From an optimization exercise on the open Yosys and OpenROAD flow, aimed at small area, a short achievable clock period and few clock cycles per item; shortcuts taken in it are not production practice.
At most, simulation tests tie the RTL to the original design; equivalence was not proved.
No functional check of the RTL was part of runs 1 and 3.
Power figures rest on the tool's default switching activity, not on a simulated workload.

`constraint.sdc`:
```
create_clock -name core_clock -period 11.0 [get_ports {clk}]
set_input_delay 2.2000 -clock core_clock [delete_from_list [all_inputs] [get_ports {clk}]]
set_output_delay 2.2000 -clock core_clock [all_outputs]
set_load 0.01 [all_outputs]
```
`run.sh`:
```
#!/bin/bash
# synth_recipe.tcl (not shown) runs the flow's synth.tcl, then flattens the netlist and writes it again
# the make line also repeats each setting of config.mk as NAME=value (left out here)
make -C /OpenROAD-flow-scripts/flow DESIGN_CONFIG=/design/flow/config.mk WORK_HOME=/design/flow/orfs CLKGATE_MAP_FILE= SYNTH_SCRIPT=/design/flow/synth_recipe.tcl finish
```
`config.mk`:
```
export PLATFORM = sky130hd
export DESIGN_NAME = md5_hash_engine_top
export DESIGN_NICKNAME = md5_hash_engine_top
export VERILOG_FILES = /design/flow/design.v
export SDC_FILE = /design/flow/constraint.sdc
export NUM_CORES = 4
export LEC_CHECK = 0
export CAP_MARGIN = 20
export CORE_MARGIN = 2
export CORE_UTILIZATION = 40
export SLEW_MARGIN = 20
```
`design.v`:
```
package md5_pkg;
  typedef struct packed {
    logic [31:0] data_word;
    logic [2:0]  valid_bytes;
    logic        last_word;
  } md5_in_t;
  typedef struct packed {
    logic [31:0] digest_word;
    logic [1:0]  word_index;
    logic        digest_last;
  } md5_out_t;
  localparam logic [127:0] MD5_IV = {
    32'h10325476, 32'h98badcfe, 32'hefcdab89, 32'h67452301
  };
endpackage
module md5_front (
  input  logic                clk,
  input  logic                rst_n,
  input  md5_pkg::md5_in_t    in_data,
  input  logic                in_push,
  output logic                in_full,
  output logic                wvalid_o,
  output logic [31:0]         wdata_o,
  output logic                wend_o,
  input  logic                wready_i,
  input  logic [3:0]          wptr_i
);
  localparam logic [1:0] P_DATA = 2'd0;
  localparam logic [1:0] P_PADW = 2'd1;
  localparam logic [1:0] P_ZERO = 2'd2;
  localparam logic [1:0] P_LEN1 = 2'd3;
  logic        ir_v;
  logic [31:0] ir_word;
  logic [2:0]  ir_vb;
  logic        ir_last;
  logic [1:0]  pst_r, pst_nxt;
  logic [1:0]  lc_r, lc_nxt;
  logic [23:0] lo_r, lo_nxt;
  logic [60:0] blen_r, blen_nxt;
  logic [2:0]  nb;
  logic [2:0]  tot;
  logic [23:0] lo_m;
  logic [39:0] ext;
  logic [63:0] comb;
  logic        take;
  logic        consume;
  assign nb  = ir_vb[2] ? 3'd4 : ir_vb;
  assign tot = {1'b0, lc_r} + nb;
  always_comb begin
    case (lc_r)
      2'd0:    lo_m = 24'h0;
      2'd1:    lo_m = {16'h0, lo_r[7:0]};
      2'd2:    lo_m = {8'h0, lo_r[15:0]};
      default: lo_m = lo_r;
    endcase
    case (nb)
      3'd0:    ext = {32'h0, 8'h80};
      3'd1:    ext = {24'h0, 8'h80, ir_word[7:0]};
      3'd2:    ext = {16'h0, 8'h80, ir_word[15:0]};
      3'd3:    ext = {8'h0, 8'h80, ir_word[23:0]};
      default: ext = {8'h80, ir_word};
    endcase
    if (!(ir_last && !tot[2])) begin
      ext[{nb, 3'b000} +: 8] = 8'h00;
    end
    case (lc_r)
      2'd0:    comb = {24'h0, ext};
      2'd1:    comb = {16'h0, ext, 8'h0} | {40'h0, lo_m};
      2'd2:    comb = {8'h0, ext, 16'h0} | {40'h0, lo_m};
      default: comb = {ext, 24'h0} | {40'h0, lo_m};
    endcase
  end
  always_comb begin
    pst_nxt  = pst_r;
    lc_nxt   = lc_r;
    lo_nxt   = lo_r;
    blen_nxt = blen_r;
    wvalid_o = 1'b0;
    wdata_o  = comb[31:0];
    wend_o   = 1'b0;
    consume  = 1'b0;
    case (pst_r)
      P_DATA: begin
        if (ir_v) begin
          wvalid_o = tot[2] | ir_last;
          consume  = wready_i | !(tot[2] | ir_last);
          if (consume) begin
            blen_nxt = blen_r + {58'h0, nb};
            if (tot[2]) begin
              lc_nxt = tot[1:0];
              lo_nxt = comb[55:32];
            end else begin
              lc_nxt = tot[1:0];
              lo_nxt = comb[23:0];
            end
            if (ir_last) begin
              pst_nxt = tot[2] ? P_PADW : P_ZERO;
            end
          end
        end
      end
      P_PADW: begin
        wvalid_o = 1'b1;
        wdata_o  = {8'h0, lo_m} | ({24'h0, 8'h80} << {lc_r, 3'b000});
        if (wready_i) begin
          pst_nxt = P_ZERO;
          lc_nxt  = 2'd0;
        end
      end
      P_ZERO: begin
        wvalid_o = 1'b1;
        wdata_o  = (wptr_i == 4'd14) ? {blen_r[28:0], 3'b000} : 32'h0;
        if (wready_i) begin
          lc_nxt = 2'd0;
          if (wptr_i == 4'd14) begin
            pst_nxt = P_LEN1;
          end
        end
      end
      default: begin
        wvalid_o = 1'b1;
        wdata_o  = blen_r[60:29];
        wend_o   = 1'b1;
        if (wready_i) begin
          pst_nxt  = P_DATA;
          blen_nxt = 61'h0;
        end
      end
    endcase
  end
  assign in_full = ir_v && !consume;
  assign take    = in_push && !in_full;
  always_ff @(posedge clk) begin
    if (!rst_n) begin
      ir_v   <= 1'b0;
      pst_r  <= P_DATA;
      lc_r   <= 2'd0;
      blen_r <= 61'h0;
    end else begin
      ir_v   <= take | (ir_v & !consume);
      pst_r  <= pst_nxt;
      lc_r   <= lc_nxt;
      blen_r <= blen_nxt;
    end
  end
  always_ff @(posedge clk) begin
    lo_r <= lo_nxt;
    if (take) begin
      ir_word <= in_data.data_word;
      ir_vb   <= in_data.valid_bytes;
      ir_last <= in_data.last_word;
    end
  end
endmodule
module md5_core (
  input  logic                clk,
  input  logic                rst_n,
  input  logic                wvalid_i,
  input  logic [31:0]         wdata_i,
  input  logic                wend_i,
  output logic                wready_o,
  output logic [3:0]          wptr_o,
  output md5_pkg::md5_out_t   out_data,
  output logic                out_empty,
  input  logic                out_pop
);
  localparam logic [1:0] C_IDLE  = 2'd0;
  localparam logic [1:0] C_START = 2'd1;
  localparam logic [1:0] C_COMP  = 2'd2;
  localparam logic [31:0] IV_A = 32'h67452301;
  localparam logic [31:0] IV_B = 32'hefcdab89;
  localparam logic [31:0] IV_C = 32'h98badcfe;
  localparam logic [31:0] IV_D = 32'h10325476;
  logic [31:0] buf_r [16];
  logic [3:0]  wptr_r;
  logic        wpar_r;
  logic        rdy_r;
  logic        rdy_last_r;
  logic [3:0]  wslot;
  logic        wr;
  logic [1:0]  st_r, st_nxt;
  logic [5:0]  step_r;
  logic        rpar_r;
  logic        cur_last_r;
  logic [31:0] a_r, b_r, c_r, d_r;
  logic [31:0] xr_r;
  logic [3:0][31:0] chain_r;
  logic        ovld_r;
  logic [1:0]  oidx_r;
  logic        comp;
  logic        fin;
  logic        hold;
  logic        adv;
  logic        start;
  logic [3:0]  slot_n;
  logic [3:0]  rslot;
  logic [31:0] kc_n;
  logic [31:0] kc;
  logic [31:0] f;
  logic [31:0] t;
  logic [4:0]  rot_s;
  logic [63:0] rot_dbl;
  logic [31:0] bsel;
  logic [31:0] b_step;
  logic [31:0] csel;
  logic [31:0] s1;
  logic [31:0] s2;
  logic [31:0] xa;
  assign wptr_o   = wptr_r;
  assign wready_o = !rdy_r &&
                    ((st_r == C_IDLE) ||
                     (comp && ({1'b0, step_r} >= (7'd47 + {3'b000, wptr_r}))));
  assign wr    = wvalid_i && wready_o;
  assign wslot = wpar_r ? (wptr_r * 4'd7) : wptr_r;
  always_ff @(posedge clk) begin
    if (wr) begin
      buf_r[wslot] <= wdata_i;
    end
  end
  assign comp = (st_r == C_COMP);
  assign fin  = comp && (&step_r);
  assign hold = comp && (step_r == 6'd46) && ovld_r;
  assign adv  = comp && !hold;
  always_comb begin
    case (step_r[5:4])
      2'd0:    f = (b_r & c_r) | (~b_r & d_r);
      2'd1:    f = (b_r & d_r) | (c_r & ~d_r);
      2'd2:    f = b_r ^ c_r ^ d_r;
      default: f = c_r ^ (b_r | ~d_r);
    endcase
    t = f + xr_r;
  end
  always_comb begin
    case ({step_r[5:4], step_r[1:0]})
      4'd0:  rot_s = 5'd7;
      4'd1:  rot_s = 5'd12;
      4'd2:  rot_s = 5'd17;
      4'd3:  rot_s = 5'd22;
      4'd4:  rot_s = 5'd5;
      4'd5:  rot_s = 5'd9;
      4'd6:  rot_s = 5'd14;
      4'd7:  rot_s = 5'd20;
      4'd8:  rot_s = 5'd4;
      4'd9:  rot_s = 5'd11;
      4'd10: rot_s = 5'd16;
      4'd11: rot_s = 5'd23;
      4'd12: rot_s = 5'd6;
      4'd13: rot_s = 5'd10;
      4'd14: rot_s = 5'd15;
      default: rot_s = 5'd21;
    endcase
    rot_dbl = {t, t} << rot_s;
  end
  always_comb begin
    case (step_r[1:0])
      2'd1:    csel = chain_r[0];
      2'd2:    csel = chain_r[3];
      default: csel = chain_r[2];
    endcase
  end
  assign s1 = csel + b_r;
  assign s2 = chain_r[1] + b_r;
  assign bsel   = (&step_r) ? s2 : b_r;
  assign b_step = bsel + rot_dbl[63:32];
  always_comb begin
    case ({rpar_r, step_r})
      7'd0: slot_n = 4'd1;
      7'd1: slot_n = 4'd2;
      7'd2: slot_n = 4'd3;
      7'd3: slot_n = 4'd4;
      7'd4: slot_n = 4'd5;
      7'd5: slot_n = 4'd6;
      7'd6: slot_n = 4'd7;
      7'd7: slot_n = 4'd8;
      7'd8: slot_n = 4'd9;
      7'd9: slot_n = 4'd10;
      7'd10: slot_n = 4'd11;
      7'd11: slot_n = 4'd12;
      7'd12: slot_n = 4'd13;
      7'd13: slot_n = 4'd14;
      7'd14: slot_n = 4'd15;
      7'd15: slot_n = 4'd1;
      7'd16: slot_n = 4'd6;
      7'd17: slot_n = 4'd11;
      7'd18: slot_n = 4'd0;
      7'd19: slot_n = 4'd5;
      7'd20: slot_n = 4'd10;
      7'd21: slot_n = 4'd15;
      7'd22: slot_n = 4'd4;
      7'd23: slot_n = 4'd9;
      7'd24: slot_n = 4'd14;
      7'd25: slot_n = 4'd3;
      7'd26: slot_n = 4'd8;
      7'd27: slot_n = 4'd13;
      7'd28: slot_n = 4'd2;
      7'd29: slot_n = 4'd7;
      7'd30: slot_n = 4'd12;
      7'd31: slot_n = 4'd5;
      7'd32: slot_n = 4'd8;
      7'd33: slot_n = 4'd11;
      7'd34: slot_n = 4'd14;
      7'd35: slot_n = 4'd1;
      7'd36: slot_n = 4'd4;
      7'd37: slot_n = 4'd7;
      7'd38: slot_n = 4'd10;
      7'd39: slot_n = 4'd13;
      7'd40: slot_n = 4'd0;
      7'd41: slot_n = 4'd3;
      7'd42: slot_n = 4'd6;
      7'd43: slot_n = 4'd9;
      7'd44: slot_n = 4'd12;
      7'd45: slot_n = 4'd15;
      7'd46: slot_n = 4'd2;
      7'd47: slot_n = 4'd0;
      7'd48: slot_n = 4'd7;
      7'd49: slot_n = 4'd14;
      7'd50: slot_n = 4'd5;
      7'd51: slot_n = 4'd12;
      7'd52: slot_n = 4'd3;
      7'd53: slot_n = 4'd10;
      7'd54: slot_n = 4'd1;
      7'd55: slot_n = 4'd8;
      7'd56: slot_n = 4'd15;
      7'd57: slot_n = 4'd6;
      7'd58: slot_n = 4'd13;
      7'd59: slot_n = 4'd4;
      7'd60: slot_n = 4'd11;
      7'd61: slot_n = 4'd2;
      7'd62: slot_n = 4'd9;
      7'd63: slot_n = 4'd0;
      7'd64: slot_n = 4'd7;
      7'd65: slot_n = 4'd14;
      7'd66: slot_n = 4'd5;
      7'd67: slot_n = 4'd12;
      7'd68: slot_n = 4'd3;
      7'd69: slot_n = 4'd10;
      7'd70: slot_n = 4'd1;
      7'd71: slot_n = 4'd8;
      7'd72: slot_n = 4'd15;
      7'd73: slot_n = 4'd6;
      7'd74: slot_n = 4'd13;
      7'd75: slot_n = 4'd4;
      7'd76: slot_n = 4'd11;
      7'd77: slot_n = 4'd2;
      7'd78: slot_n = 4'd9;
      7'd79: slot_n = 4'd7;
      7'd80: slot_n = 4'd10;
      7'd81: slot_n = 4'd13;
      7'd82: slot_n = 4'd0;
      7'd83: slot_n = 4'd3;
      7'd84: slot_n = 4'd6;
      7'd85: slot_n = 4'd9;
      7'd86: slot_n = 4'd12;
      7'd87: slot_n = 4'd15;
      7'd88: slot_n = 4'd2;
      7'd89: slot_n = 4'd5;
      7'd90: slot_n = 4'd8;
      7'd91: slot_n = 4'd11;
      7'd92: slot_n = 4'd14;
      7'd93: slot_n = 4'd1;
      7'd94: slot_n = 4'd4;
      7'd95: slot_n = 4'd3;
      7'd96: slot_n = 4'd8;
      7'd97: slot_n = 4'd13;
      7'd98: slot_n = 4'd2;
      7'd99: slot_n = 4'd7;
      7'd100: slot_n = 4'd12;
      7'd101: slot_n = 4'd1;
      7'd102: slot_n = 4'd6;
      7'd103: slot_n = 4'd11;
      7'd104: slot_n = 4'd0;
      7'd105: slot_n = 4'd5;
      7'd106: slot_n = 4'd10;
      7'd107: slot_n = 4'd15;
      7'd108: slot_n = 4'd4;
      7'd109: slot_n = 4'd9;
      7'd110: slot_n = 4'd14;
      7'd111: slot_n = 4'd0;
      7'd112: slot_n = 4'd1;
      7'd113: slot_n = 4'd2;
      7'd114: slot_n = 4'd3;
      7'd115: slot_n = 4'd4;
      7'd116: slot_n = 4'd5;
      7'd117: slot_n = 4'd6;
      7'd118: slot_n = 4'd7;
      7'd119: slot_n = 4'd8;
      7'd120: slot_n = 4'd9;
      7'd121: slot_n = 4'd10;
      7'd122: slot_n = 4'd11;
      7'd123: slot_n = 4'd12;
      7'd124: slot_n = 4'd13;
      7'd125: slot_n = 4'd14;
      7'd126: slot_n = 4'd15;
      default: slot_n = 4'd0;
    endcase
    case (step_r)
      6'd0: kc_n = 32'he8c7b756;
      6'd1: kc_n = 32'h242070db;
      6'd2: kc_n = 32'hc1bdceee;
      6'd3: kc_n = 32'hf57c0faf;
      6'd4: kc_n = 32'h4787c62a;
      6'd5: kc_n = 32'ha8304613;
      6'd6: kc_n = 32'hfd469501;
      6'd7: kc_n = 32'h698098d8;
      6'd8: kc_n = 32'h8b44f7af;
      6'd9: kc_n = 32'hffff5bb1;
      6'd10: kc_n = 32'h895cd7be;
      6'd11: kc_n = 32'h6b901122;
      6'd12: kc_n = 32'hfd987193;
      6'd13: kc_n = 32'ha679438e;
      6'd14: kc_n = 32'h49b40821;
      6'd15: kc_n = 32'hf61e2562;
      6'd16: kc_n = 32'hc040b340;
      6'd17: kc_n = 32'h265e5a51;
      6'd18: kc_n = 32'he9b6c7aa;
      6'd19: kc_n = 32'hd62f105d;
      6'd20: kc_n = 32'h02441453;
      6'd21: kc_n = 32'hd8a1e681;
      6'd22: kc_n = 32'he7d3fbc8;
      6'd23: kc_n = 32'h21e1cde6;
      6'd24: kc_n = 32'hc33707d6;
      6'd25: kc_n = 32'hf4d50d87;
      6'd26: kc_n = 32'h455a14ed;
      6'd27: kc_n = 32'ha9e3e905;
      6'd28: kc_n = 32'hfcefa3f8;
      6'd29: kc_n = 32'h676f02d9;
      6'd30: kc_n = 32'h8d2a4c8a;
      6'd31: kc_n = 32'hfffa3942;
      6'd32: kc_n = 32'h8771f681;
      6'd33: kc_n = 32'h6d9d6122;
      6'd34: kc_n = 32'hfde5380c;
      6'd35: kc_n = 32'ha4beea44;
      6'd36: kc_n = 32'h4bdecfa9;
      6'd37: kc_n = 32'hf6bb4b60;
      6'd38: kc_n = 32'hbebfbc70;
      6'd39: kc_n = 32'h289b7ec6;
      6'd40: kc_n = 32'heaa127fa;
      6'd41: kc_n = 32'hd4ef3085;
      6'd42: kc_n = 32'h04881d05;
      6'd43: kc_n = 32'hd9d4d039;
      6'd44: kc_n = 32'he6db99e5;
      6'd45: kc_n = 32'h1fa27cf8;
      6'd46: kc_n = 32'hc4ac5665;
      6'd47: kc_n = 32'hf4292244;
      6'd48: kc_n = 32'h432aff97;
      6'd49: kc_n = 32'hab9423a7;
      6'd50: kc_n = 32'hfc93a039;
      6'd51: kc_n = 32'h655b59c3;
      6'd52: kc_n = 32'h8f0ccc92;
      6'd53: kc_n = 32'hffeff47d;
      6'd54: kc_n = 32'h85845dd1;
      6'd55: kc_n = 32'h6fa87e4f;
      6'd56: kc_n = 32'hfe2ce6e0;
      6'd57: kc_n = 32'ha3014314;
      6'd58: kc_n = 32'h4e0811a1;
      6'd59: kc_n = 32'hf7537e82;
      6'd60: kc_n = 32'hbd3af235;
      6'd61: kc_n = 32'h2ad7d2bb;
      6'd62: kc_n = 32'heb86d391;
      default: kc_n = 32'hd76aa478;
    endcase
  end
  assign rslot = comp ? slot_n : 4'd0;
  assign kc    = comp ? kc_n : 32'hd76aa478;
  always_comb begin
    if (st_r == C_START) begin
      xa = a_r;
    end else if (fin) begin
      xa = cur_last_r ? IV_A : chain_r[0];
    end else begin
      xa = d_r;
    end
  end
  assign start = rdy_r && ((st_r == C_IDLE) || fin);
  always_comb begin
    st_nxt = st_r;
    case (st_r)
      C_IDLE:  if (start) st_nxt = C_START;
      C_START: st_nxt = C_COMP;
      default: if (fin && !start) st_nxt = C_IDLE;
    endcase
  end
  always_ff @(posedge clk) begin
    if (!rst_n) begin
      wptr_r     <= 4'd0;
      wpar_r     <= 1'b0;
      rdy_r      <= 1'b0;
      st_r       <= C_IDLE;
      ovld_r     <= 1'b0;
      oidx_r     <= 2'd0;
      chain_r    <= md5_pkg::MD5_IV;
      a_r        <= IV_A;
      b_r        <= IV_B;
      c_r        <= IV_C;
      d_r        <= IV_D;
    end else begin
      if (!hold) begin
        st_r <= st_nxt;
      end
      if (wr) begin
        wptr_r <= wptr_r + 4'd1;
        if (&wptr_r) begin
          rdy_r      <= 1'b1;
          rdy_last_r <= wend_i;
          wpar_r     <= !wpar_r;
        end
      end
      if (start) begin
        rdy_r      <= 1'b0;
        rpar_r     <= !wpar_r;
        cur_last_r <= rdy_last_r;
      end
      if (adv) begin
        if (step_r == 6'd61) begin
          chain_r[0] <= s1;
        end
        if (step_r == 6'd62) begin
          chain_r[3] <= s1;
        end
        if (fin) begin
          chain_r[2] <= s1;
          chain_r[1] <= b_step;
          ovld_r     <= cur_last_r;
          oidx_r     <= 2'd0;
        end
        if (fin && cur_last_r) begin
          a_r <= IV_A;
          b_r <= IV_B;
          c_r <= IV_C;
          d_r <= IV_D;
        end else if (fin) begin
          a_r <= chain_r[0];
          b_r <= b_step;
          c_r <= s1;
          d_r <= chain_r[3];
        end else begin
          a_r <= d_r;
          b_r <= b_step;
          c_r <= b_r;
          d_r <= c_r;
        end
      end
      if (ovld_r && out_pop) begin
        oidx_r <= oidx_r + 2'd1;
        if (&oidx_r) begin
          ovld_r  <= 1'b0;
          chain_r <= md5_pkg::MD5_IV;
        end
      end
    end
  end
  always_ff @(posedge clk) begin
    if (!hold) begin
      step_r <= comp ? step_r + 6'd1 : 6'd0;
      xr_r   <= xa + kc + buf_r[rslot];
    end
  end
  assign out_empty            = !ovld_r;
  assign out_data.digest_word = chain_r[oidx_r];
  assign out_data.word_index  = oidx_r;
  assign out_data.digest_last = &oidx_r;
endmodule
module md5_hash_engine_top (
  input  logic                clk,
  input  logic                rst_n,
  input  md5_pkg::md5_in_t    in_data,
  input  logic                in_push,
  output logic                in_full,
  output md5_pkg::md5_out_t   out_data,
  output logic                out_empty,
  input  logic                out_pop
);
  logic        wvalid;
  logic        wready;
  logic [31:0] wdata;
  logic        wend;
  logic [3:0]  wptr;
  md5_front u_front (
    .clk     (clk),
    .rst_n   (rst_n),
    .in_data (in_data),
    .in_push (in_push),
    .in_full (in_full),
    .wvalid_o(wvalid),
    .wdata_o (wdata),
    .wend_o  (wend),
    .wready_i(wready),
    .wptr_i  (wptr)
  );
  md5_core u_core (
    .clk       (clk),
    .rst_n     (rst_n),
    .wvalid_i  (wvalid),
    .wdata_i   (wdata),
    .wend_i    (wend),
    .wready_o  (wready),
    .wptr_o    (wptr),
    .out_data  (out_data),
    .out_empty (out_empty),
    .out_pop   (out_pop)
  );
endmodule
```
==> run_results.csv, run 1 <==
group,metric,value,unit
floorplan,io_pins,77,
global_route,grt.overflow.total,0,
sta,finalClockSkew,0.111,ns
sta,fin_ws,2.12,ns
clock_tree,clk_latency,0.77,ns
synthesis,yosys_warnings,2,
placement,gp_congestion,0.978,
worst_setup_path,cp_num_buf_inv,1,
cells_and_area,finish.utilization,44.8,%
synthesis,ys.flop_type,"edfxtp_1",
global_route,gr-usage-all-layers,26.2,%
clock_tree,post_cts_buffers,0,
sta,slew_headroom,22.6,%
floorplan,die_w,384,µm
worst_setup_path,cp_max_fo,58,
floorplan,coreArea,0.143,mm²
routing,antenna_left,0,
power,swShare,37.3,%
power,p_leak,0.0231,µW
synthesis,yosysMostFrequentCell,"nand2_1",
global_route,grt_pass1_vias,45900,
clock_tree,postCtsResizedCells,0,
synthesis,yosys-top-cells-count,"844 x nand2_1, 613 x edfxtp_1, 601 x a21oi_1, 509 x nor2_1, 388 x clkbuf_1",
routing,wl_per_cell,24.3,µm
sta,layout_min_cycle_time,8.88,ns
worst_setup_path,crit_type,"register to register",
sta,setup_viol,0,
job,cap_violations,0,
worst_setup_path,cpMaxStageDelayCell,"edfxtp_1",
routing,vias_per_cell,5.98,
floorplan,dieArea,0.147,mm²
sta,worst_pin_slew,1.16,ns
clock_tree,root_buffer,"clkbuf_16",
synthesis,syn_inst,6238,
worst_setup_path,critPathTopFamily,"compound AO/OA/AOI/OAI gates",
global_route,antenna_found_initial,2,
cells_and_area,drive_gt1_share,7.61,%
sta,fmax,113,MHz
clock_tree,path_clk_slew,0.06,ns
cells_and_area,final_nets,6408,
power,p_int,8440,µW
clock_tree,cts_buffers,109,
placement,place_area,0.0605,mm²
synthesis,ys_ff_latch,983,
synthesis,synth_area_leaders,"edfxtp_1 32%, dfxtp_1 13%, nand2_1 5.5%, a21oi_1 5.2%, ha_1 4.7%",
worst_setup_path,cp_slowest_stage_delay,0.77,ns
power,p_clk_share,27.9,%
min_path,hold_path_class,"register to register",
clock_tree,postCtsHoldBufs,0,
worst_setup_path,endpoint_kind,"register",
synthesis,synth-edff-count,613,
synthesis,synth_top_area_share,31.9,%
clock_tree,clock_sinks,983,
routing,drt_pass1_iterations,8,
global_route,grt_max_degree,117,
sta,rsz0062_at_grt,"false",
floorplan,fp.dieH,384,µm
routing,drc,0,
synthesis,synth_cell_type_count,92,
power,cellPowerDensity,210,mW/mm²
synthesis,synth_fp_nets,6534,
sta,period_share,80.7,%
cells_and_area,syn_to_final_growth,11.4,%
synthesis,syn_area,0.0576,mm²
sta,slew_viol_final,0,
global_route,grt_pass1_wl,294000,µm
synthesis,yosysTopAreaCell,"edfxtp_1",
cells_and_area,nFillCells,13700,
synthesis,avgSynthCellArea,9.24,µm²
synthesis,async_flop_share,0,%
routing,wl,197000,µm
placement,dp_hpwl,132000,µm
routing,drt_iter0_markers,4897,
clock_tree,cts_max_path_buffers,3,
routing,num_vias,48500,
worst_setup_path,cp.required,11.58,ns
placement,post-place-ws,2.36,ns
sta,tns,0,ns
sta,final_hold_viol_count,0,
power,vdd_drop_max,0.205,mV
placement,port_buffers,76,
power,netSwitchingPower,5020,µW
clock_tree,htree_levels,3,
power,p_seq_share,34.1,%
outcome,status,"finished clean",
worst_setup_path,start_kind,"register",
cells_and_area,final_design_area_no_fill,0.0642,mm²
worst_setup_path,arrival,9.46,ns
clock_tree,cts_tree,"done",
worst_setup_path,worst_path_most_repeated_cell,"a21oi_1",
floorplan,initial_core_util,40.2,%
power,p_comb_share,38.0,%
synthesis,seq_area_frac_synth,44.8,%
floorplan,num_rows,139,
## layer usage
layer / part of all wire [%] / track usage, % / wire length, µm / up-vias
met5: 0.0066 / 0 / 13 / -
met4: 3.9 / 9.62 / 7600 / 2
met3: 6.3 / 3.69 / 12500 / 378
met2: 47 / 43.1 / 92500 / 1838
met1: 43 / 35.0 / 84100 / 23600
li1: - / - / - / 22700
## cells by family after synthesis
group	synth area share, %
AND/OR/NAND/NOR	15.7
XOR/XNOR	4.32
AO/OA/AOI/OAI	21.6
adder cells (fa/ha/maj)	6.07
buffers and inverters	3.79
flip-flops	44.8
multiplexers	3.78
## flip-flops by register name (all words and copies together), names as in the netlist, 2 cells and up
signal,cells
u_core.wptr_r,4
u_core.a_r,32
u_core.kc_n,32
u_front.lc_r,2
u_core.rot_s,5
u_core.buf_r,512
u_front.ir_word,32
u_front.lo_r,24
u_core.st_r,2
u_front.blen_r,61
u_core.step_r,6
u_core.chain_r,128
u_front.ir_vb,3
u_core.c_r,32
u_core.oidx_r,2
u_front.pst_r,2
u_core.xr_r,32
u_core.b_r,32
u_core.d_r,32
## cell type report
class	instances	area, µm²	area share [%]
Inverter	131	492	0.766
Antenna cell	1	2.50	0.00390
Clock inverter	61	702	1.09
Sequential cell	983	25800	40.2
Tap cell	1903	2380	3.71
Multi-Input combinational cell	4677	30000	46.7
Timing Repair Buffer	210	1810	2.82
Clock buffer	144	2990	4.66
## per-stage QoR
| stage | power, µW | cells | hold slack [ns] |
|---|---|---|---|
| after detailed placement | 9680 | 7903 | 0.405 |
| after global placement | 9660 | 7903 | 0.402 |
| final | 13500 | 8110 | 0.418 |
| after global routing | 14100 | 8109 | 0.421 |
| after floorplan | 8040 | 6238 | 0.400 |
| after CTS | 13400 | 8108 | 0.419 |
## cell usage in the layout (no fill, tap or decap), drive strengths merged, types with 50 or more instances in the layout
cell	instances
and2	138
a211oi	211
nand2b	60
inv	130
xor2	89
clkbuf	145
o211ai	81
nand2	844
a22oi	64
a31oi	134
edfxtp	613
dfxtp	370
a21oi	602
clkdlybuf4s50	75
xnor2	193
buf	134
ha	217
o21ai	400
clkinv	50
nand3	152
a311oi	77
a21o	94
nor2	509
nor3	83
mux2i	92
nor2b	62
## power groups by stage
stage                     clock network (µW)  registers [µW]  logic (µW)
after detailed placement                   0            4670        5010
after global placement                     0            4660        5000
after floorplan                            0            4630        3410
final                                   3750            4590        5110
after global routing                    3960            4610        5550
after CTS                               3810            4590        5040
## final timing paths
path                                        start                end  slack, ns  depth (start not counted)
worst max-delay path             u_core.step_r[5]     u_core.b_r[24]       2.12                         32
worst min-delay path            u_core.rdy_last_r  u_core.cur_last_r       0.42                          0
worst max register to register   u_core.step_r[5]     u_core.b_r[24]       2.12                         32
worst min register to register  u_core.rdy_last_r  u_core.cur_last_r       0.42                          0
==> run 2: changes to the inputs <==
--- a/design.v
+++ b/design.v
@@ -38,3 +38,6 @@
   logic [23:0] lo_r, lo_nxt;
-  logic [60:0] blen_r, blen_nxt;
+  logic [28:0] blo_r, blo_nxt;
+  logic [31:0] bhi_r;
+  logic        bcy_r, bcy_nxt;
+  logic        bclr;
   logic [2:0]  nb;
@@ -76,3 +79,5 @@
     lo_nxt   = lo_r;
-    blen_nxt = blen_r;
+    blo_nxt  = blo_r;
+    bcy_nxt  = 1'b0;
+    bclr     = 1'b0;
     wvalid_o = 1'b0;
@@ -87,3 +92,3 @@
           if (consume) begin
-            blen_nxt = blen_r + {58'h0, nb};
+            {bcy_nxt, blo_nxt} = {1'b0, blo_r} + {27'h0, nb};
             if (tot[2]) begin
@@ -111,3 +116,3 @@
         wvalid_o = 1'b1;
-        wdata_o  = (wptr_i == 4'd14) ? {blen_r[28:0], 3'b000} : 32'h0;
+        wdata_o  = (wptr_i == 4'd14) ? {blo_r, 3'b000} : 32'h0;
         if (wready_i) begin
@@ -121,3 +126,3 @@
         wvalid_o = 1'b1;
-        wdata_o  = blen_r[60:29];
+        wdata_o  = bhi_r;
         wend_o   = 1'b1;
@@ -125,3 +130,3 @@
           pst_nxt  = P_DATA;
-          blen_nxt = 61'h0;
+          bclr     = 1'b1;
         end
@@ -137,3 +142,5 @@
       lc_r   <= 2'd0;
-      blen_r <= 61'h0;
+      blo_r  <= 29'h0;
+      bhi_r  <= 32'h0;
+      bcy_r  <= 1'b0;
     end else begin
@@ -142,3 +149,5 @@
       lc_r   <= lc_nxt;
-      blen_r <= blen_nxt;
+      blo_r  <= bclr ? 29'h0 : blo_nxt;
+      bhi_r  <= bclr ? 32'h0 : bhi_r + {31'h0, bcy_r};
+      bcy_r  <= bcy_nxt;
     end
@@ -184,3 +193,11 @@
   logic        cur_last_r;
-  logic [31:0] a_r, b_r, c_r, d_r;
+  logic [31:0] b_r, c_r, d_r;
+  logic        nm_r;
+  logic [5:0]  step_nxt;
+  logic [3:0]  grp_r;
+  logic [1:0]  rg_r;
+  logic [1:0]  rj_r;
+  logic [31:0] m1, m2;
+  logic [31:0] rg0, rg1, rg2, rg3;
+  logic [31:0] rot;
   logic [31:0] xr_r;
@@ -195,3 +212,7 @@
   logic [3:0]  slot_n;
-  logic [3:0]  rslot;
+  logic [3:0]  rslot_r;
+  logic        rpar_nxt;
+  logic        wok_r, wok_nxt;
+  logic        rdy_nxt;
+  logic [3:0]  wptr_nxt;
   logic [31:0] kc_n;
@@ -200,4 +221,2 @@
   logic [31:0] t;
-  logic [4:0]  rot_s;
-  logic [63:0] rot_dbl;
   logic [31:0] bsel;
@@ -209,5 +228,8 @@
   assign wptr_o   = wptr_r;
-  assign wready_o = !rdy_r &&
-                    ((st_r == C_IDLE) ||
-                     (comp && ({1'b0, step_r} >= (7'd47 + {3'b000, wptr_r}))));
+  assign wready_o = wok_r;
+  assign wptr_nxt = wr ? wptr_r + 4'd1 : wptr_r;
+  assign rdy_nxt  = start ? 1'b0 : ((wr && (&wptr_r)) ? 1'b1 : rdy_r);
+  assign wok_nxt  = !rdy_nxt &&
+                    ((st_nxt == C_IDLE) ||
+                     ((st_nxt == C_COMP) && ({1'b0, step_nxt} >= (7'd47 + {3'b000, wptr_nxt}))));
   assign wr    = wvalid_i && wready_o;
@@ -224,8 +246,7 @@
   always_comb begin
-    case (step_r[5:4])
-      2'd0:    f = (b_r & c_r) | (~b_r & d_r);
-      2'd1:    f = (b_r & d_r) | (c_r & ~d_r);
-      2'd2:    f = b_r ^ c_r ^ d_r;
-      default: f = c_r ^ (b_r | ~d_r);
-    endcase
+    m1 = ({32{grp_r[0]}} & (c_r ^ d_r)) | ({32{grp_r[2]}}) |
+         ({32{grp_r[1] | grp_r[3]}} & d_r);
+    m2 = ({32{grp_r[0]}} & d_r) | ({32{grp_r[1]}} & c_r & ~d_r) |
+         ({32{grp_r[2]}} & (c_r ^ d_r)) | ({32{grp_r[3]}} & ~(c_r ^ d_r));
+    f = (b_r & m1) ^ m2;
     t = f + xr_r;
@@ -233,21 +254,32 @@
   always_comb begin
-    case ({step_r[5:4], step_r[1:0]})
-      4'd0:  rot_s = 5'd7;
-      4'd1:  rot_s = 5'd12;
-      4'd2:  rot_s = 5'd17;
-      4'd3:  rot_s = 5'd22;
-      4'd4:  rot_s = 5'd5;
-      4'd5:  rot_s = 5'd9;
-      4'd6:  rot_s = 5'd14;
-      4'd7:  rot_s = 5'd20;
-      4'd8:  rot_s = 5'd4;
-      4'd9:  rot_s = 5'd11;
-      4'd10: rot_s = 5'd16;
-      4'd11: rot_s = 5'd23;
-      4'd12: rot_s = 5'd6;
-      4'd13: rot_s = 5'd10;
-      4'd14: rot_s = 5'd15;
-      default: rot_s = 5'd21;
+    case (rj_r)
+      2'd0: rg0 = {t[24:0], t[31:25]};
+      2'd1: rg0 = {t[19:0], t[31:20]};
+      2'd2: rg0 = {t[14:0], t[31:15]};
+      default: rg0 = {t[9:0], t[31:10]};
+    endcase
+    case (rj_r)
+      2'd0: rg1 = {t[26:0], t[31:27]};
+      2'd1: rg1 = {t[22:0], t[31:23]};
+      2'd2: rg1 = {t[17:0], t[31:18]};
+      default: rg1 = {t[11:0], t[31:12]};
+    endcase
+    case (rj_r)
+      2'd0: rg2 = {t[27:0], t[31:28]};
+      2'd1: rg2 = {t[20:0], t[31:21]};
+      2'd2: rg2 = {t[15:0], t[31:16]};
+      default: rg2 = {t[8:0], t[31:9]};
+    endcase
+    case (rj_r)
+      2'd0: rg3 = {t[25:0], t[31:26]};
+      2'd1: rg3 = {t[21:0], t[31:22]};
+      2'd2: rg3 = {t[16:0], t[31:17]};
+      default: rg3 = {t[10:0], t[31:11]};
+    endcase
+    case (rg_r)
+      2'd0:    rot = rg0;
+      2'd1:    rot = rg1;
+      2'd2:    rot = rg2;
+      default: rot = rg3;
     endcase
-    rot_dbl = {t, t} << rot_s;
   end
@@ -255,5 +287,5 @@
     case (step_r[1:0])
-      2'd1:    csel = chain_r[0];
-      2'd2:    csel = chain_r[3];
-      default: csel = chain_r[2];
+      2'd1:    csel = nm_r ? IV_A : chain_r[0];
+      2'd2:    csel = nm_r ? IV_D : chain_r[3];
+      default: csel = nm_r ? IV_C : chain_r[2];
     endcase
@@ -261,7 +293,8 @@
   assign s1 = csel + b_r;
-  assign s2 = chain_r[1] + b_r;
+  assign s2 = (nm_r ? IV_B : chain_r[1]) + b_r;
   assign bsel   = (&step_r) ? s2 : b_r;
-  assign b_step = bsel + rot_dbl[63:32];
+  assign b_step = bsel + rot;
+  assign rpar_nxt = start ? !wpar_r : rpar_r;
   always_comb begin
-    case ({rpar_r, step_r})
+    case ({rpar_nxt, step_nxt})
       7'd0: slot_n = 4'd1;
@@ -462,3 +495,2 @@
   end
-  assign rslot = comp ? slot_n : 4'd0;
   assign kc    = comp ? kc_n : 32'hd76aa478;
@@ -466,3 +498,3 @@
     if (st_r == C_START) begin
-      xa = a_r;
+      xa = nm_r ? IV_A : chain_r[0];
     end else if (fin) begin
@@ -485,2 +517,3 @@
       wptr_r     <= 4'd0;
+      wok_r      <= 1'b1;
       wpar_r     <= 1'b0;
@@ -490,4 +523,3 @@
       oidx_r     <= 2'd0;
-      chain_r    <= md5_pkg::MD5_IV;
-      a_r        <= IV_A;
+ nm_r       <= 1'b1;
       b_r        <= IV_B;
@@ -496,2 +528,3 @@
     end else begin
+      wok_r <= wok_nxt;
       if (!hold) begin
@@ -525,4 +558,6 @@
         end
+        if (fin) begin
+          nm_r <= cur_last_r;
+        end
         if (fin && cur_last_r) begin
-          a_r <= IV_A;
           b_r <= IV_B;
@@ -531,3 +566,2 @@
         end else if (fin) begin
-          a_r <= chain_r[0];
           b_r <= b_step;
@@ -536,3 +570,2 @@
         end else begin
-          a_r <= d_r;
           b_r <= b_step;
@@ -546,3 +579,2 @@
           ovld_r  <= 1'b0;
-          chain_r <= md5_pkg::MD5_IV;
         end
@@ -551,6 +583,11 @@
   end
+  assign step_nxt = hold ? step_r : (comp ? step_r + 6'd1 : 6'd0);
   always_ff @(posedge clk) begin
+    step_r <= step_nxt;
+    grp_r  <= 4'b0001 << step_nxt[5:4];
+    rg_r   <= step_nxt[5:4];
+    rj_r   <= step_nxt[1:0];
+    rslot_r <= (st_nxt == C_COMP) ? slot_n : 4'd0;
     if (!hold) begin
-      step_r <= comp ? step_r + 6'd1 : 6'd0;
-      xr_r   <= xa + kc + buf_r[rslot];
+      xr_r   <= xa + kc + buf_r[rslot_r];
     end
--- a/config.mk
+++ b/config.mk
@@ -9,3 +9,4 @@
 export CORE_MARGIN = 2
-export CORE_UTILIZATION = 40
+export CORE_UTILIZATION = 50
+export SETUP_SLACK_MARGIN = 5
 export SLEW_MARGIN = 20
==> run_results.csv, run 2 <==
group,metric,value,unit
global_route,met3_usage,5.54,%
placement,port_buffers,76,
clock_tree,cts_max_path_buffers,3,
floorplan,num_rows,121,
sta,finalClockSkew,0.0308,ns
cells_and_area,final_cells,6738,
cells_and_area,final_cell_mix,"735 x edfxtp_1, 479 x nand2_1, 374 x nor2_1, 363 x a21oi_1, 305 x o21ai_0",
placement,gp_congestion,0.993,
job,cap_violations,0,
sta,layout_min_cycle_time,6.81,ns
routing,drt_pass1_iterations,6,
global_route,grt.overflow.total,0,
floorplan,die_w,336,µm
routing,vias_per_cell,6.58,
placement,dp_hpwl,128000,µm
worst_setup_path,endpoint_kind,"register",
synthesis,ys_ff_latch,957,
outcome,status,"finished clean",
placement,place_area,0.0576,mm²
synthesis,synth_area_leaders,"edfxtp_1 40%, mux4_2 8.3%, dfxtp_1 8.1%, ha_1 4.8%, a21oi_1 3.7%",
synthesis,yosys-top-cells-count,"735 x edfxtp_1, 489 x nand2_1, 415 x nor2_1, 412 x a21oi_1, 370 x o21ai_0",
synthesis,yosysMostFrequentCell,"edfxtp_1",
sta,period_share,61.9,%
synthesis,syn_area,0.0551,mm²
clock_tree,postCtsHoldBufs,0,
clock_tree,root_buffer,"clkbuf_16",
sta,worst_pin_slew,1.09,ns
sta,slew_viol_final,0,
synthesis,synth_top_area_share,40.1,%
global_route,grt_pass1_wl,281000,µm
global_route,gr-usage-met2,52.3,%
cells_and_area,nFillCells,8935,
min_path,hold_path_class,"register to register",
floorplan,fp.dieH,336,µm
synthesis,syn_inst,5112,
global_route,grt_pass1_vias,41800,
routing,num_vias,44400,
routing,antenna_left,0,
cells_and_area,reg.largest.list,"u_core.buf_r x512, u_core.chain_r x128",
synthesis,async_flop_share,0,%
clock_tree,htree_levels,3,
global_route,busiest_layer,"met2",
sta,fmax,147,MHz
clock_tree,clk_latency,0.71,ns
clock_tree,cts_tree,"done",
power,vdd_drop_max,0.180,mV
sta,setup_viol,0,
worst_setup_path,cp_max_fo,6,
synthesis,yosys_warnings,2,
power,cellPowerDensity,236,mW/mm²
worst_setup_path,start_kind,"register",
cells_and_area,drive_gt1_share,19.4,%
worst_setup_path,worst_path_most_repeated_cell,"buf_12",
synthesis,yosysTopAreaCell,"edfxtp_1",
cells_and_area,final_common_cell,"edfxtp_1",
cells_and_area,final_nets,5526,
placement,post-place-ws,2.84,ns
sta,tns,0,ns
synthesis,synth-edff-count,735,
routing,wl,193000,µm
global_route,antenna_found_initial,5,
routing,wl_per_cell,28.7,µm
clock_tree,path_clk_slew,0.06,ns
worst_setup_path,arrival,7.45,ns
sta,fin_ws,4.19,ns
floorplan,initial_core_util,50.5,%
floorplan,coreArea,0.109,mm²
synthesis,synth_fp_nets,5403,
floorplan,dieArea,0.113,mm²
worst_setup_path,crit_type,"register to register",
synthesis,avgSynthCellArea,10.8,µm²
synthesis,synth_cell_type_count,87,
worst_setup_path,cpMaxStageDelayCell,"ha_2",
global_route,gr-usage-all-layers,33.6,%
worst_setup_path,cp_slowest_stage_delay,0.41,ns
cells_and_area,final_design_area_no_fill,0.0646,mm²
synthesis,seq_area_frac_synth,48.1,%
cells_and_area,diodes,0,
global_route,grt_max_degree,76,
cells_and_area,largest_reg_flops,512,
global_route,grt_use_met1,46.0,%
sta,slew_headroom,26.9,%
clock_tree,clock_sinks,957,
cells_and_area,syn_to_final_growth,17.3,%
sta,final_hold_viol_count,0,
clock_tree,cts_buffers,101,
routing,drc,0,
worst_setup_path,cp.required,11.63,ns
cells_and_area,top_register,"u_core.buf_r",
placement,dp.cells,6392,
floorplan,io_pins,77,
routing,drt_iter0_markers,5466,
power,p_leak,0.0227,µW
synthesis,ys.flop_type,"edfxtp_1",
sta,rsz0062_at_grt,"true",
-- run 2: through the flow --
stage                     util [%]  power (µW)  hold slack [ns]
after global routing          59.3       15900            0.432
after CTS                     58.0       14400            0.421
after global placement        52.8        9800            0.405
after floorplan                  -        8240            0.400
after detailed placement      52.9        9840            0.407
final                         59.3       15200            0.419
-- run 2: layer usage --
layer | part of all wire (%) | vias up
met3 | 8.4 | 488
met1 | 41 | 22000
li1 | - | 19600
met5 | 0.014 | -
met4 | 5.7 | 4
met2 | 45 | 2285
-- run 2: what timing repair did --
action	in CTS	in global routing
pin swaps	103	135
gates resized for setup	223	197
cloned	8	6
setup endpoints to repair	87	70
hold endpoints to repair	0	0
setup buffers	89	50
-- run 2: where the power goes --
group | leakage, µW | switching, µW | internal [µW]
clock network | 0.00177 | 1490 | 2210
registers | 0.00860 | 119 | 4620
logic | 0.0123 | 3960 | 2820
total | 0.0227 | 5570 | 9650
-- run 2: final timing paths --
check,start,endpoint,slack (ns),cells past startpoint
setup / recovery,u_core.grp_r[2],u_core.b_r[31],4.19,35
hold / removal,u_core.rdy_last_r,u_core.cur_last_r,0.42,0
setup reg to reg,u_core.grp_r[2],u_core.b_r[31],4.19,35
hold reg to reg,u_core.rdy_last_r,u_core.cur_last_r,0.42,0
-- run 2: kinds of logic after synthesis --
group	Yosys count	synth area share [%]
AO/OA/AOI/OAI	1467	17.0
XOR/XNOR	236	3.79
adder cells (fa/ha/maj)	251	6.23
buffers and inverters	466	3.20
flip-flops	957	48.1
multiplexers	257	9.36
AND/OR/NAND/NOR	1478	12.3
-- run 2: area by class of cell --
type                            count  area, µm²  share of cell area, %
Sequential cell                   957      26600                   41.1
Clock buffer                      135       2890                   4.47
Tap cell                         1414       1770                   2.74
Multi-Input combinational cell   3691      28800                   44.5
Timing Repair Buffer              343       3330                   5.15
Inverter                          141        534                  0.827
Clock inverter                     57        757                   1.17
-- run 2: critical path, delay by kind of cell (launching register included) --
family	cells	cell delay, ns
AO/OA/AOI/OAI	16	2.78
AND/OR/NAND/NOR	9	1.45
buffers and inverters	5	0.73
adder cells (fa/ha/maj)	2	0.72
XOR/XNOR	3	0.68
flip-flops	1	0.38
Testbench counts of run 2, summed over its fixed seeds: cycles 54,546, bytes 43,719.
==> run 3: changes to the inputs <==
--- a/design.v
+++ b/design.v
@@ -31,3 +31,2 @@
   localparam logic [1:0] P_LEN1 = 2'd3;
-  logic        ir_v;
   logic [31:0] ir_word;
@@ -48,3 +47,2 @@
   logic        take;
-  logic        consume;
   assign nb  = ir_vb[2] ? 3'd4 : ir_vb;
@@ -85,9 +83,7 @@
     wend_o   = 1'b0;
-    consume  = 1'b0;
     case (pst_r)
       P_DATA: begin
-        if (ir_v) begin
-          wvalid_o = tot[2] | ir_last;
-          consume  = wready_i | !(tot[2] | ir_last);
-          if (consume) begin
+        begin
+          wvalid_o = take & (tot[2] | ir_last);
+          if (take) begin
             {bcy_nxt, blo_nxt} = {1'b0, blo_r} + {27'h0, nb};
@@ -135,3 +131,6 @@
   end
-  assign in_full = ir_v && !consume;
+  assign ir_word = in_data.data_word;
+  assign ir_vb   = in_data.valid_bytes;
+  assign ir_last = in_data.last_word;
+  assign in_full = !((pst_r == P_DATA) && wready_i);
   assign take    = in_push && !in_full;
@@ -139,3 +138,2 @@
     if (!rst_n) begin
-      ir_v   <= 1'b0;
       pst_r  <= P_DATA;
@@ -146,3 +144,2 @@
     end else begin
-      ir_v   <= take | (ir_v & !consume);
       pst_r  <= pst_nxt;
@@ -156,7 +153,2 @@
     lo_r <= lo_nxt;
-    if (take) begin
-      ir_word <= in_data.data_word;
-      ir_vb   <= in_data.valid_bytes;
-      ir_last <= in_data.last_word;
-    end
   end
@@ -196,3 +188,5 @@
   logic [5:0]  step_nxt;
-  logic [3:0]  grp_r;
+  logic [3:0]  grp_nx;
+  logic [31:0] m1_r, m2_r;
+  logic [31:0] b_nx, c_nx, d_nx;
   logic [1:0]  rg_r;
@@ -208,3 +202,3 @@
   logic        fin;
-  logic        hold;
+  logic        abort;
   logic        adv;
@@ -230,3 +224,3 @@
   assign wptr_nxt = wr ? wptr_r + 4'd1 : wptr_r;
-  assign rdy_nxt  = start ? 1'b0 : ((wr && (&wptr_r)) ? 1'b1 : rdy_r);
+  assign rdy_nxt  = start ? 1'b0 : ((abort || (wr && (&wptr_r))) ? 1'b1 : rdy_r);
   assign wok_nxt  = !rdy_nxt &&
@@ -243,10 +237,11 @@
   assign fin  = comp && (&step_r);
-  assign hold = comp && (step_r == 6'd46) && ovld_r;
-  assign adv  = comp && !hold;
+  assign abort = comp && (step_r == 6'd46) && ovld_r;
+  assign adv   = comp;
+  assign grp_nx = 4'b0001 << step_nxt[5:4];
   always_comb begin
-    m1 = ({32{grp_r[0]}} & (c_r ^ d_r)) | ({32{grp_r[2]}}) |
-         ({32{grp_r[1] | grp_r[3]}} & d_r);
-    m2 = ({32{grp_r[0]}} & d_r) | ({32{grp_r[1]}} & c_r & ~d_r) |
-         ({32{grp_r[2]}} & (c_r ^ d_r)) | ({32{grp_r[3]}} & ~(c_r ^ d_r));
-    f = (b_r & m1) ^ m2;
+    m1 = ({32{grp_nx[0]}} & (c_nx ^ d_nx)) | ({32{grp_nx[2]}}) |
+         ({32{grp_nx[1] | grp_nx[3]}} & d_nx);
+    m2 = ({32{grp_nx[0]}} & d_nx) | ({32{grp_nx[1]}} & c_nx & ~d_nx) |
+         ({32{grp_nx[2]}} & (c_nx ^ d_nx)) | ({32{grp_nx[3]}} & ~(c_nx ^ d_nx));
+    f = (b_r & m1_r) ^ m2_r;
     t = f + xr_r;
@@ -254,2 +249,21 @@
   always_comb begin
+    if (comp && !(fin && cur_last_r)) begin
+      b_nx = b_step;
+    end else if (comp || nm_r) begin
+      b_nx = IV_B;
+    end else begin
+      b_nx = chain_r[1];
+    end
+    if (fin) begin
+      c_nx = cur_last_r ? IV_C : s1;
+      d_nx = cur_last_r ? IV_D : chain_r[3];
+    end else if (comp) begin
+      c_nx = b_r;
+      d_nx = c_r;
+    end else begin
+      c_nx = nm_r ? IV_C : chain_r[2];
+      d_nx = nm_r ? IV_D : chain_r[3];
+    end
+  end
+  always_comb begin
     case (rj_r)
@@ -511,3 +525,3 @@
       C_START: st_nxt = C_COMP;
-      default: if (fin && !start) st_nxt = C_IDLE;
+      default: if ((fin && !start) || abort) st_nxt = C_IDLE;
     endcase
@@ -523,11 +537,6 @@
       oidx_r     <= 2'd0;
- nm_r       <= 1'b1;
-      b_r        <= IV_B;
-      c_r        <= IV_C;
-      d_r        <= IV_D;
+      nm_r       <= 1'b1;
     end else begin
       wok_r <= wok_nxt;
-      if (!hold) begin
-        st_r <= st_nxt;
-      end
+      st_r <= st_nxt;
       if (wr) begin
@@ -540,2 +549,5 @@
       end
+      if (abort) begin
+        rdy_r      <= 1'b1;
+      end
       if (start) begin
@@ -561,15 +573,2 @@
         end
-        if (fin && cur_last_r) begin
-          b_r <= IV_B;
-          c_r <= IV_C;
-          d_r <= IV_D;
-        end else if (fin) begin
-          b_r <= b_step;
-          c_r <= s1;
-          d_r <= chain_r[3];
-        end else begin
-          b_r <= b_step;
-          c_r <= b_r;
-          d_r <= c_r;
-        end
       end
@@ -583,6 +582,5 @@
   end
-  assign step_nxt = hold ? step_r : (comp ? step_r + 6'd1 : 6'd0);
+  assign step_nxt = (comp && !abort) ? step_r + 6'd1 : 6'd0;
   always_ff @(posedge clk) begin
     step_r <= step_nxt;
-    grp_r  <= 4'b0001 << step_nxt[5:4];
     rg_r   <= step_nxt[5:4];
@@ -590,5 +588,8 @@
     rslot_r <= (st_nxt == C_COMP) ? slot_n : 4'd0;
-    if (!hold) begin
-      xr_r   <= xa + kc + buf_r[rslot_r];
-    end
+    b_r    <= b_nx;
+    c_r    <= c_nx;
+    d_r    <= d_nx;
+    m1_r   <= m1;
+    m2_r   <= m2;
+    xr_r   <= xa + kc + buf_r[rslot_r];
   end
==> run_results.csv, run 3 <==
group,metric,value,unit
outcome,status,"finished clean",
floorplan,io_pins,77,
clock_tree,path_clk_slew,0.06,ns
cells_and_area,final_cell_mix,"667 x edfxtp_1, 496 x nand2_1, 402 x a21oi_1, 380 x nor2_1, 290 x o21ai_0",
sta,period_share,58.0,%
clock_tree,clock_sinks,980,
cells_and_area,final_nets,5680,
synthesis,yosysTopAreaCell,"edfxtp_1",
synthesis,synth_top_area_share,35.9,%
power,power,14800,µW
synthesis,synth_fa_ha_area_share,6.12,%
cells_and_area,top_register,"u_core.buf_r",
power,p_leak,0.0230,µW
synthesis,synth_fp_nets,5609,
power,p_int,9300,µW
sta,fmax,157,MHz
floorplan,coreArea,0.111,mm²
synthesis,yosys_warnings,2,
global_route,grt_pass1_vias,43300,
floorplan,fp.dieH,338,µm
global_route,gr-usage-all-layers,34.2,%
synthesis,synth_cell_type_count,98,
worst_setup_path,crit_type,"register to register",
clock_tree,cts_max_path_buffers,3,
cells_and_area,largest_reg_flops,512,
routing,drt_iter0_markers,5638,
worst_setup_path,arrival,6.91,ns
clock_tree,htree_levels,3,
global_route,antenna_found_initial,2,
worst_setup_path,cp_slowest_stage_delay,0.46,ns
synthesis,syn_area,0.0559,mm²
power,cellPowerDensity,229,mW/mm²
worst_setup_path,critPathTopFamily,"compound AO/OA/AOI/OAI gates",
cells_and_area,drive_gt1_share,16.9,%
clock_tree,postCtsHoldBufs,0,
sta,slew_headroom,25.9,%
cells_and_area,syn_to_final_growth,15.9,%
placement,place_area,0.0584,mm²
global_route,grt_max_degree,83,
synthesis,avgSynthCellArea,10.5,µm²
sta,finalClockSkew,0.0491,ns
placement,dp_hpwl,135000,µm
worst_setup_path,cpMaxStageDelayCell,"a2111o_1",
sta,slew_viol_final,0,
synthesis,synth_top_family_by_area,"compound AO/OA/AOI/OAI gates",
worst_setup_path,start_kind,"register",
placement,port_buffers,76,
power,p_comb_share,42.6,%
synthesis,yosys.area_share.simple,12.2,%
sta,rsz0062_at_grt,"true",
clock_tree,root_buffer,"clkbuf_16",
job,cap_violations,0,
synthesis,yosysMostFrequentCell,"edfxtp_1",
min_path,hold_path_class,"register to register",
clock_tree,cts_tree,"done",
floorplan,initial_core_util,50.4,%
cells_and_area,final_design_area_no_fill,0.0647,mm²
power,p_clk_share,25.1,%
synthesis,synth_compound_area_share,18.0,%
routing,antenna_left,0,
worst_setup_path,cp.required,11.54,ns
clock_tree,cts_buffers,108,
global_route,grt.overflow.total,0,
worst_setup_path,endpoint_kind,"register",
power,p_seq_share,32.3,%
floorplan,num_rows,122,
cells_and_area,finish.utilization,58.4,%
cells_and_area,final_common_cell,"edfxtp_1",
cells_and_area,reg.largest.list,"u_core.buf_r x512, u_core.chain_r x128",
power,netSwitchingPower,5530,µW
routing,wl_per_cell,28.8,µm
synthesis,synthMuxAreaShare,8.50,%
synthesis,seq_area_frac_synth,47.1,%
clock_tree,clk_latency,0.73,ns
floorplan,die_w,338,µm
placement,gp_congestion,1.04,
synthesis,ys_ff_latch,980,
routing,drc,0,
synthesis,yosys-top-cells-count,"667 x edfxtp_1, 517 x nand2_1, 448 x a21oi_1, 410 x nor2_1, 313 x dfxtp_1",
worst_setup_path,cp_num_buf_inv,2,
synthesis,ys.flop_type,"edfxtp_1",
synthesis,synth_xor_area_share,4.44,%
synthesis,synth-edff-count,667,
sta,tns,0,ns
synthesis,async_flop_share,0,%
synthesis,synth_area_leaders,"edfxtp_1 36%, dfxtp_1 11%, mux4_2 7.8%, ha_1 4.7%, a21oi_1 4.0%",
power,vdd_drop_max,0.140,mV
global_route,grt_pass1_wl,293000,µm
sta,worst_pin_slew,1.11,ns
sta,setup_viol,0,
routing,drt_pass1_iterations,8,
cells_and_area,nFillCells,9344,
routing,vias_per_cell,6.52,
routing,wl,201000,µm
sta,final_hold_viol_count,0,
sta,layout_min_cycle_time,6.38,ns
floorplan,dieArea,0.114,mm²
worst_setup_path,cp_max_fo,5,
power,swShare,37.3,%
routing,num_vias,45400,
synthesis,syn_inst,5319,
[run 3: changes by cell type after synthesis, moves of 28 or more]
cell      change
nand2_1      +28
a21o_1       +32
o21ai_0      -60
nand2b_1     -28
a21oi_1      +36
o221ai_1     -30
dfxtp_1      +91
inv_1        +64
edfxtp_1     -68
xnor2_1      +46
[run 3: area by class of cell]
class	instances	area, µm²	area share (%)
inverter	206	783	1.21
sequential	980	26400	40.7
multi-input combinational	3807	29500	45.5
tap	1488	1860	2.88
clock inverter	47	606	0.936
timing repair buffer	287	2580	3.98
antenna	1	2.50	0.00387
clock buffer	159	3070	4.74
[run 3: repair_timing]
item	CTS	global route
pin swaps	106	87
setup buffers	60	30
setup endpoints to repair	987	386
cloned	1	2
gates resized for setup	268	97
[run 3: worst paths after layout]
check / from / to / slack, ns / cells after the start
setup reg to reg: u_core.b_r[6] / u_core.chain_r[60] / 4.62 / 29
hold / removal: u_core.rdy_last_r / u_core.cur_last_r / 0.46 / 0
setup / recovery: u_core.b_r[6] / u_core.chain_r[60] / 4.62 / 29
hold reg to reg: u_core.rdy_last_r / u_core.cur_last_r / 0.46 / 0
[run 3: stage by stage]
step                hold slack, ns  std cells  setup WS [ns]
global route                 0.471       6975           4.49
detailed placement           0.444       6675           3.23
CTS                          0.458       6942           4.66
global placement             0.436       6675           3.29
floorplan                    0.400       5319           4.65
finish                       0.456       6975           4.62
[run 3: power by group through the flow]
stage                     Clock [µW]  Combinational [µW]  Sequential [µW]
after floorplan                    0                3580             4820
after global placement             0                5180             4860
after detailed placement           0                5210             4860
after CTS                       3760                5850             4790
after global routing            3910                6760             4820
final                           3720                6320             4800
[run 3: routing by layer]
metal / up-vias / share of wire, % / wire length (µm) / track usage (%)
met5: - / 0 / 0 / 0
met4: 0 / 6.5 / 13100 / 18.4
met3: 576 / 8.3 / 16700 / 5.31
met2: 2330 / 46 / 92800 / 54.9
met1: 22400 / 39 / 78400 / 44.8
li1: 20100 / - / - / -
[run 3: cells by family (layout without fill, tap and decap cells)]
kind of cell,count (synthesis),in the layout
buffers and inverters,533,699
XOR/XNOR,281,281
flip-flops,980,980
other,0,1
multiplexers,231,231
AO/OA/AOI/OAI,1543,1543
AND/OR/NAND/NOR,1501,1502
adder cells (fa/ha/maj),250,250
==> run 4: changes to the inputs <==
--- a/design.v
+++ b/design.v
@@ -168,3 +168,2 @@
   localparam logic [1:0] C_IDLE  = 2'd0;
-  localparam logic [1:0] C_START = 2'd1;
   localparam logic [1:0] C_COMP  = 2'd2;
@@ -205,2 +204,3 @@
   logic        start;
+  logic        blk_done;
   logic [3:0]  slot_n;
@@ -224,3 +224,3 @@
   assign wptr_nxt = wr ? wptr_r + 4'd1 : wptr_r;
-  assign rdy_nxt  = start ? 1'b0 : ((abort || (wr && (&wptr_r))) ? 1'b1 : rdy_r);
+  assign rdy_nxt  = start ? 1'b0 : ((abort || blk_done) ? 1'b1 : rdy_r);
   assign wok_nxt  = !rdy_nxt &&
@@ -310,3 +310,3 @@
   assign b_step = bsel + rot;
-  assign rpar_nxt = start ? !wpar_r : rpar_r;
+  assign rpar_nxt = start ? (rdy_r ? !wpar_r : wpar_r) : rpar_r;
   always_comb begin
@@ -511,3 +511,3 @@
   always_comb begin
-    if (st_r == C_START) begin
+    if (st_r == C_IDLE) begin
       xa = nm_r ? IV_A : chain_r[0];
@@ -519,3 +519,4 @@
   end
-  assign start = rdy_r && ((st_r == C_IDLE) || fin);
+  assign blk_done = wr && (&wptr_r);
+  assign start    = (rdy_r || blk_done) && ((st_r == C_IDLE) || fin);
   always_comb begin
@@ -523,4 +524,3 @@
     case (st_r)
-      C_IDLE:  if (start) st_nxt = C_START;
-      C_START: st_nxt = C_COMP;
+      C_IDLE:  if (start) st_nxt = C_COMP;
       default: if ((fin && !start) || abort) st_nxt = C_IDLE;
@@ -554,4 +554,4 @@
         rdy_r      <= 1'b0;
-        rpar_r     <= !wpar_r;
-        cur_last_r <= rdy_last_r;
+        rpar_r     <= rdy_r ? !wpar_r : wpar_r;
+        cur_last_r <= rdy_r ? rdy_last_r : wend_i;
       end
--- a/config.mk
+++ b/config.mk
@@ -10,2 +10,3 @@
 export CORE_UTILIZATION = 50
+export CTS_BUF_LIST = sky130_fd_sc_hd__clkbuf_4 sky130_fd_sc_hd__clkbuf_8
 export SETUP_SLACK_MARGIN = 5
==> run_results.csv, run 4 <==
group,metric,value,unit
synthesis,syn_area,0.0553,mm²
global_route,grt.overflow.total,0,
routing,drt_pass1_iterations,7,
cells_and_area,ff_latch_area,0.0263,mm²
sta,finalClockSkew,0.0610,ns
clock_tree,htree_levels,4,
power,vdd_drop_max,0.172,mV
placement,port_buffers,76,
sta,worst_pin_slew,1.22,ns
worst_setup_path,endpoint_kind,"register",
routing,wl_per_cell,28.7,µm
synthesis,synth_area_leaders,"edfxtp_1 36%, dfxtp_1 11%, mux4_2 7.9%, ha_1 4.7%, a21oi_1 3.8%",
global_route,grt_max_degree,129,
synthesis,yosys-top-cells-count,"667 x edfxtp_1, 529 x nand2_1, 416 x a21oi_1, 380 x nor2_1, 334 x o21ai_0",
synthesis,yosysTopAreaCell,"edfxtp_1",
synthesis,synth_top_area_share,36.2,%
synthesis,ys.flop_type,"edfxtp_1",
synthesis,seq_area_frac_synth,47.5,%
placement,gp_congestion,1.01,
synthesis,synth-edff-count,667,
synthesis,async_flop_share,0,%
power,p_int,8990,µW
floorplan,coreArea,0.110,mm²
synthesis,syn_inst,5248,
clock_tree,clk_latency,0.87,ns
power,power,14700,µW
sta,slew_viol_final,0,
sta,setup_viol,0,
cells_and_area,finish.utilization,57.7,%
cells_and_area,syn_to_final_growth,14.9,%
power,p_leak,0.0227,µW
clock_tree,root_buffer,"clkbuf_8",
synthesis,synth_fp_nets,5537,
sta,layout_min_cycle_time,6.63,ns
cells_and_area,multiInputGateArea,0.0287,mm²
worst_setup_path,cp_slowest_stage_delay,0.48,ns
power,p_comb_share,43.4,%
worst_setup_path,cp.required,11.75,ns
power,swShare,38.7,%
clock_tree,clock_sinks,980,
global_route,gr-usage-all-layers,34.7,%
worst_setup_path,arrival,7.38,ns
global_route,antenna_found_initial,15,
sta,tns,0,ns
sta,rsz0062_at_grt,"true",
floorplan,dieArea,0.113,mm²
worst_setup_path,start_kind,"register",
routing,drc,0,
cells_and_area,final_nets,5647,
cells_and_area,top_register,"u_core.buf_r",
global_route,grt_pass1_vias,42700,
clock_tree,path_clk_slew,0.07,ns
floorplan,initial_core_util,50.2,%
routing,vias_per_cell,6.59,
power,p_clk_share,23.8,%
cells_and_area,final_cells,6990,
sta,period_share,60.3,%
cells_and_area,drive_gt1_share,18.1,%
sta,timing.hold.ws,0.469,ns
routing,drt_iter0_markers,6472,
clock_tree,cts_max_path_buffers,3,
synthesis,yosys_warnings,2,
cells_and_area,final_common_cell,"edfxtp_1",
synthesis,ys_ff_latch,980,
outcome,status,"finished clean",
job,cap_violations,0,
cells_and_area,reg.largest.list,"u_core.buf_r x512, u_core.chain_r x128",
clock_tree,cts_buffers,168,
synthesis,yosysMostFrequentCell,"edfxtp_1",
synthesis,avgSynthCellArea,10.5,µm²
worst_setup_path,crit_type,"register to register",
global_route,grt_pass1_wl,288000,µm
floorplan,die_w,337,µm
routing,antenna_left,0,
power,p_seq_share,32.8,%
power,cellPowerDensity,231,mW/mm²
cells_and_area,nFillCells,9499,
placement,dp.cells,6611,
cells_and_area,final_cell_mix,"667 x edfxtp_1, 519 x nand2_1, 372 x a21oi_1, 355 x nor2_1, 318 x o21ai_0",
sta,fmax,151,MHz
clock_tree,cts_tree,"done",
floorplan,fp.dieH,337,µm
synthesis,synth_cell_type_count,90,
placement,dp_hpwl,135000,µm
min_path,hold_path_class,"register to register",
power,netSwitchingPower,5670,µW
sta,final_hold_viol_count,0,
floorplan,io_pins,77,
routing,num_vias,46100,
routing,wl,201000,µm
worst_setup_path,cp_max_fo,5,
worst_setup_path,cpMaxStageDelayCell,"ha_1",
sta,slew_headroom,18.3,%
floorplan,num_rows,122,
cells_and_area,largest_reg_flops,512,
-- run 4: path summary, 6_finish.rpt --
| check | endpoint | cells past startpoint | from | slack [ns] |
|---|---|---|---|---|
| max | u_core.b_r[31] | 30 | u_core.b_r[0] | 4.37 |
| min | u_front.bhi_r[7] | 2 | u_front.bhi_r[7] | 0.47 |
| max reg2reg | u_core.b_r[31] | 30 | u_core.b_r[0] | 4.37 |
| min reg2reg | u_front.bhi_r[7] | 2 | u_front.bhi_r[7] | 0.47 |
-- run 4: power by group through the flow --
stage | sequential, µW | combinational, µW | clock, µW
final | 4810 | 6360 | 3500
after global routing | 4830 | 6750 | 3700
after CTS | 4800 | 5800 | 3550
after detailed placement | 4880 | 5210 | 0
after global placement | 4880 | 5190 | 0
after floorplan | 4840 | 3400 | 0
-- run 4: repair_timing --
action | 4_1_cts | 5_1_grt
pin swaps | 55 | 63
gates cloned | 1 | 2
hold buffers | 0 | 0
resized for setup | 151 | 139
setup buffers | 43 | 17
endpoints found under the setup margin | 985 | 672
-- run 4: cell families after synthesis --
logic type	after synthesis	share of synthesized area, %
mux	215	8.29
buf+inv	517	3.54
flops	980	47.5
compound gates	1564	18.4
simple gates	1459	11.9
xor+xnor	264	4.20
fa+ha+maj	249	6.16
-- run 4: per-layer routing --
metal  GRT usage, %  wire length (µm)
met1           50.6             85200
met2           49.8             84800
met3           8.59             22400
met4           13.0              8270
met5              0                96
-- run 4: area by class of cell --
| class | instances | share of cell area (%) |
|---|---|---|
| Tap cell | 1488 | 2.93 |
| Multi-Input combinational cell | 3752 | 45.2 |
| Antenna cell | 2 | 0.00787 |
| Inverter | 195 | 1.17 |
| Clock buffer | 260 | 4.94 |
| Clock inverter | 52 | 0.693 |
| Timing Repair Buffer | 261 | 3.62 |
| Sequential cell | 980 | 41.4 |
-- run 4: per-stage QoR --
step	instance area, µm²	setup slack, ns
after floorplan	55400	4.71
after global placement	57900	3.18
after detailed placement	57900	3.15
after CTS	62600	4.34
after global routing	63600	4.21
final	63600	4.37
-- run 4: worst max-delay path, delay by kind of cell (launching register included) --
| kind | cells | cell delay (ns) |
|---|---|---|
| AND/OR/NAND/NOR | 7 | 1.23 |
| adder cells (fa/ha/maj) | 3 | 1.05 |
| AO/OA/AOI/OAI | 15 | 2.93 |
| buffers and inverters | 2 | 0.42 |
| XOR/XNOR | 3 | 0.53 |
| flip-flops | 1 | 0.33 |
Testbench counts of run 4, summed over its fixed seeds: cycles 54,209, bytes 43,719.

-- what the ideal ports hide --
The flow's constraints put no driver on any port. The routed layouts listed below were extracted and timed again, unchanged, in two steps. Step 1: set_driving_cell puts a clkbuf_16 on clk and a buf_2 on each other input, an assumption about the parent block. Step 2 times the ports against the registers' clock, not the clock port: input delays grow and output delays shrink by t, the midpoint of the rising clock arrivals with the driver on. Slacks: ideal ports / drivers / drivers and shift; pairs: ideal ports / drivers.
| run | shift t [ns] | setup WS [ns] | hold slack, ns | worst setup path at the end |
|---|---|---|---|---|
| run 1 | 0.804 | 2.123 / 2.123 / 2.123 | 0.418 / 0.418 / 0.418 | register to register |
| run 2 | 0.770 | 4.186 / 4.186 / 4.186 | 0.419 / 0.419 / 0.419 | register to register |
| run 3 | 0.780 | 4.623 / 4.623 / 4.527 | 0.456 / 0.456 / 0.456 | input to register |
| run 4 | 0.910 | 4.371 / 4.371 / 4.229 | 0.469 / 0.469 / 0.469 | input to register |
After both steps every run listed still meets setup and hold. For run 4, which loses most, drivers alone change the setup slack by 0.000 ns; drivers and shift together by -0.142 ns.
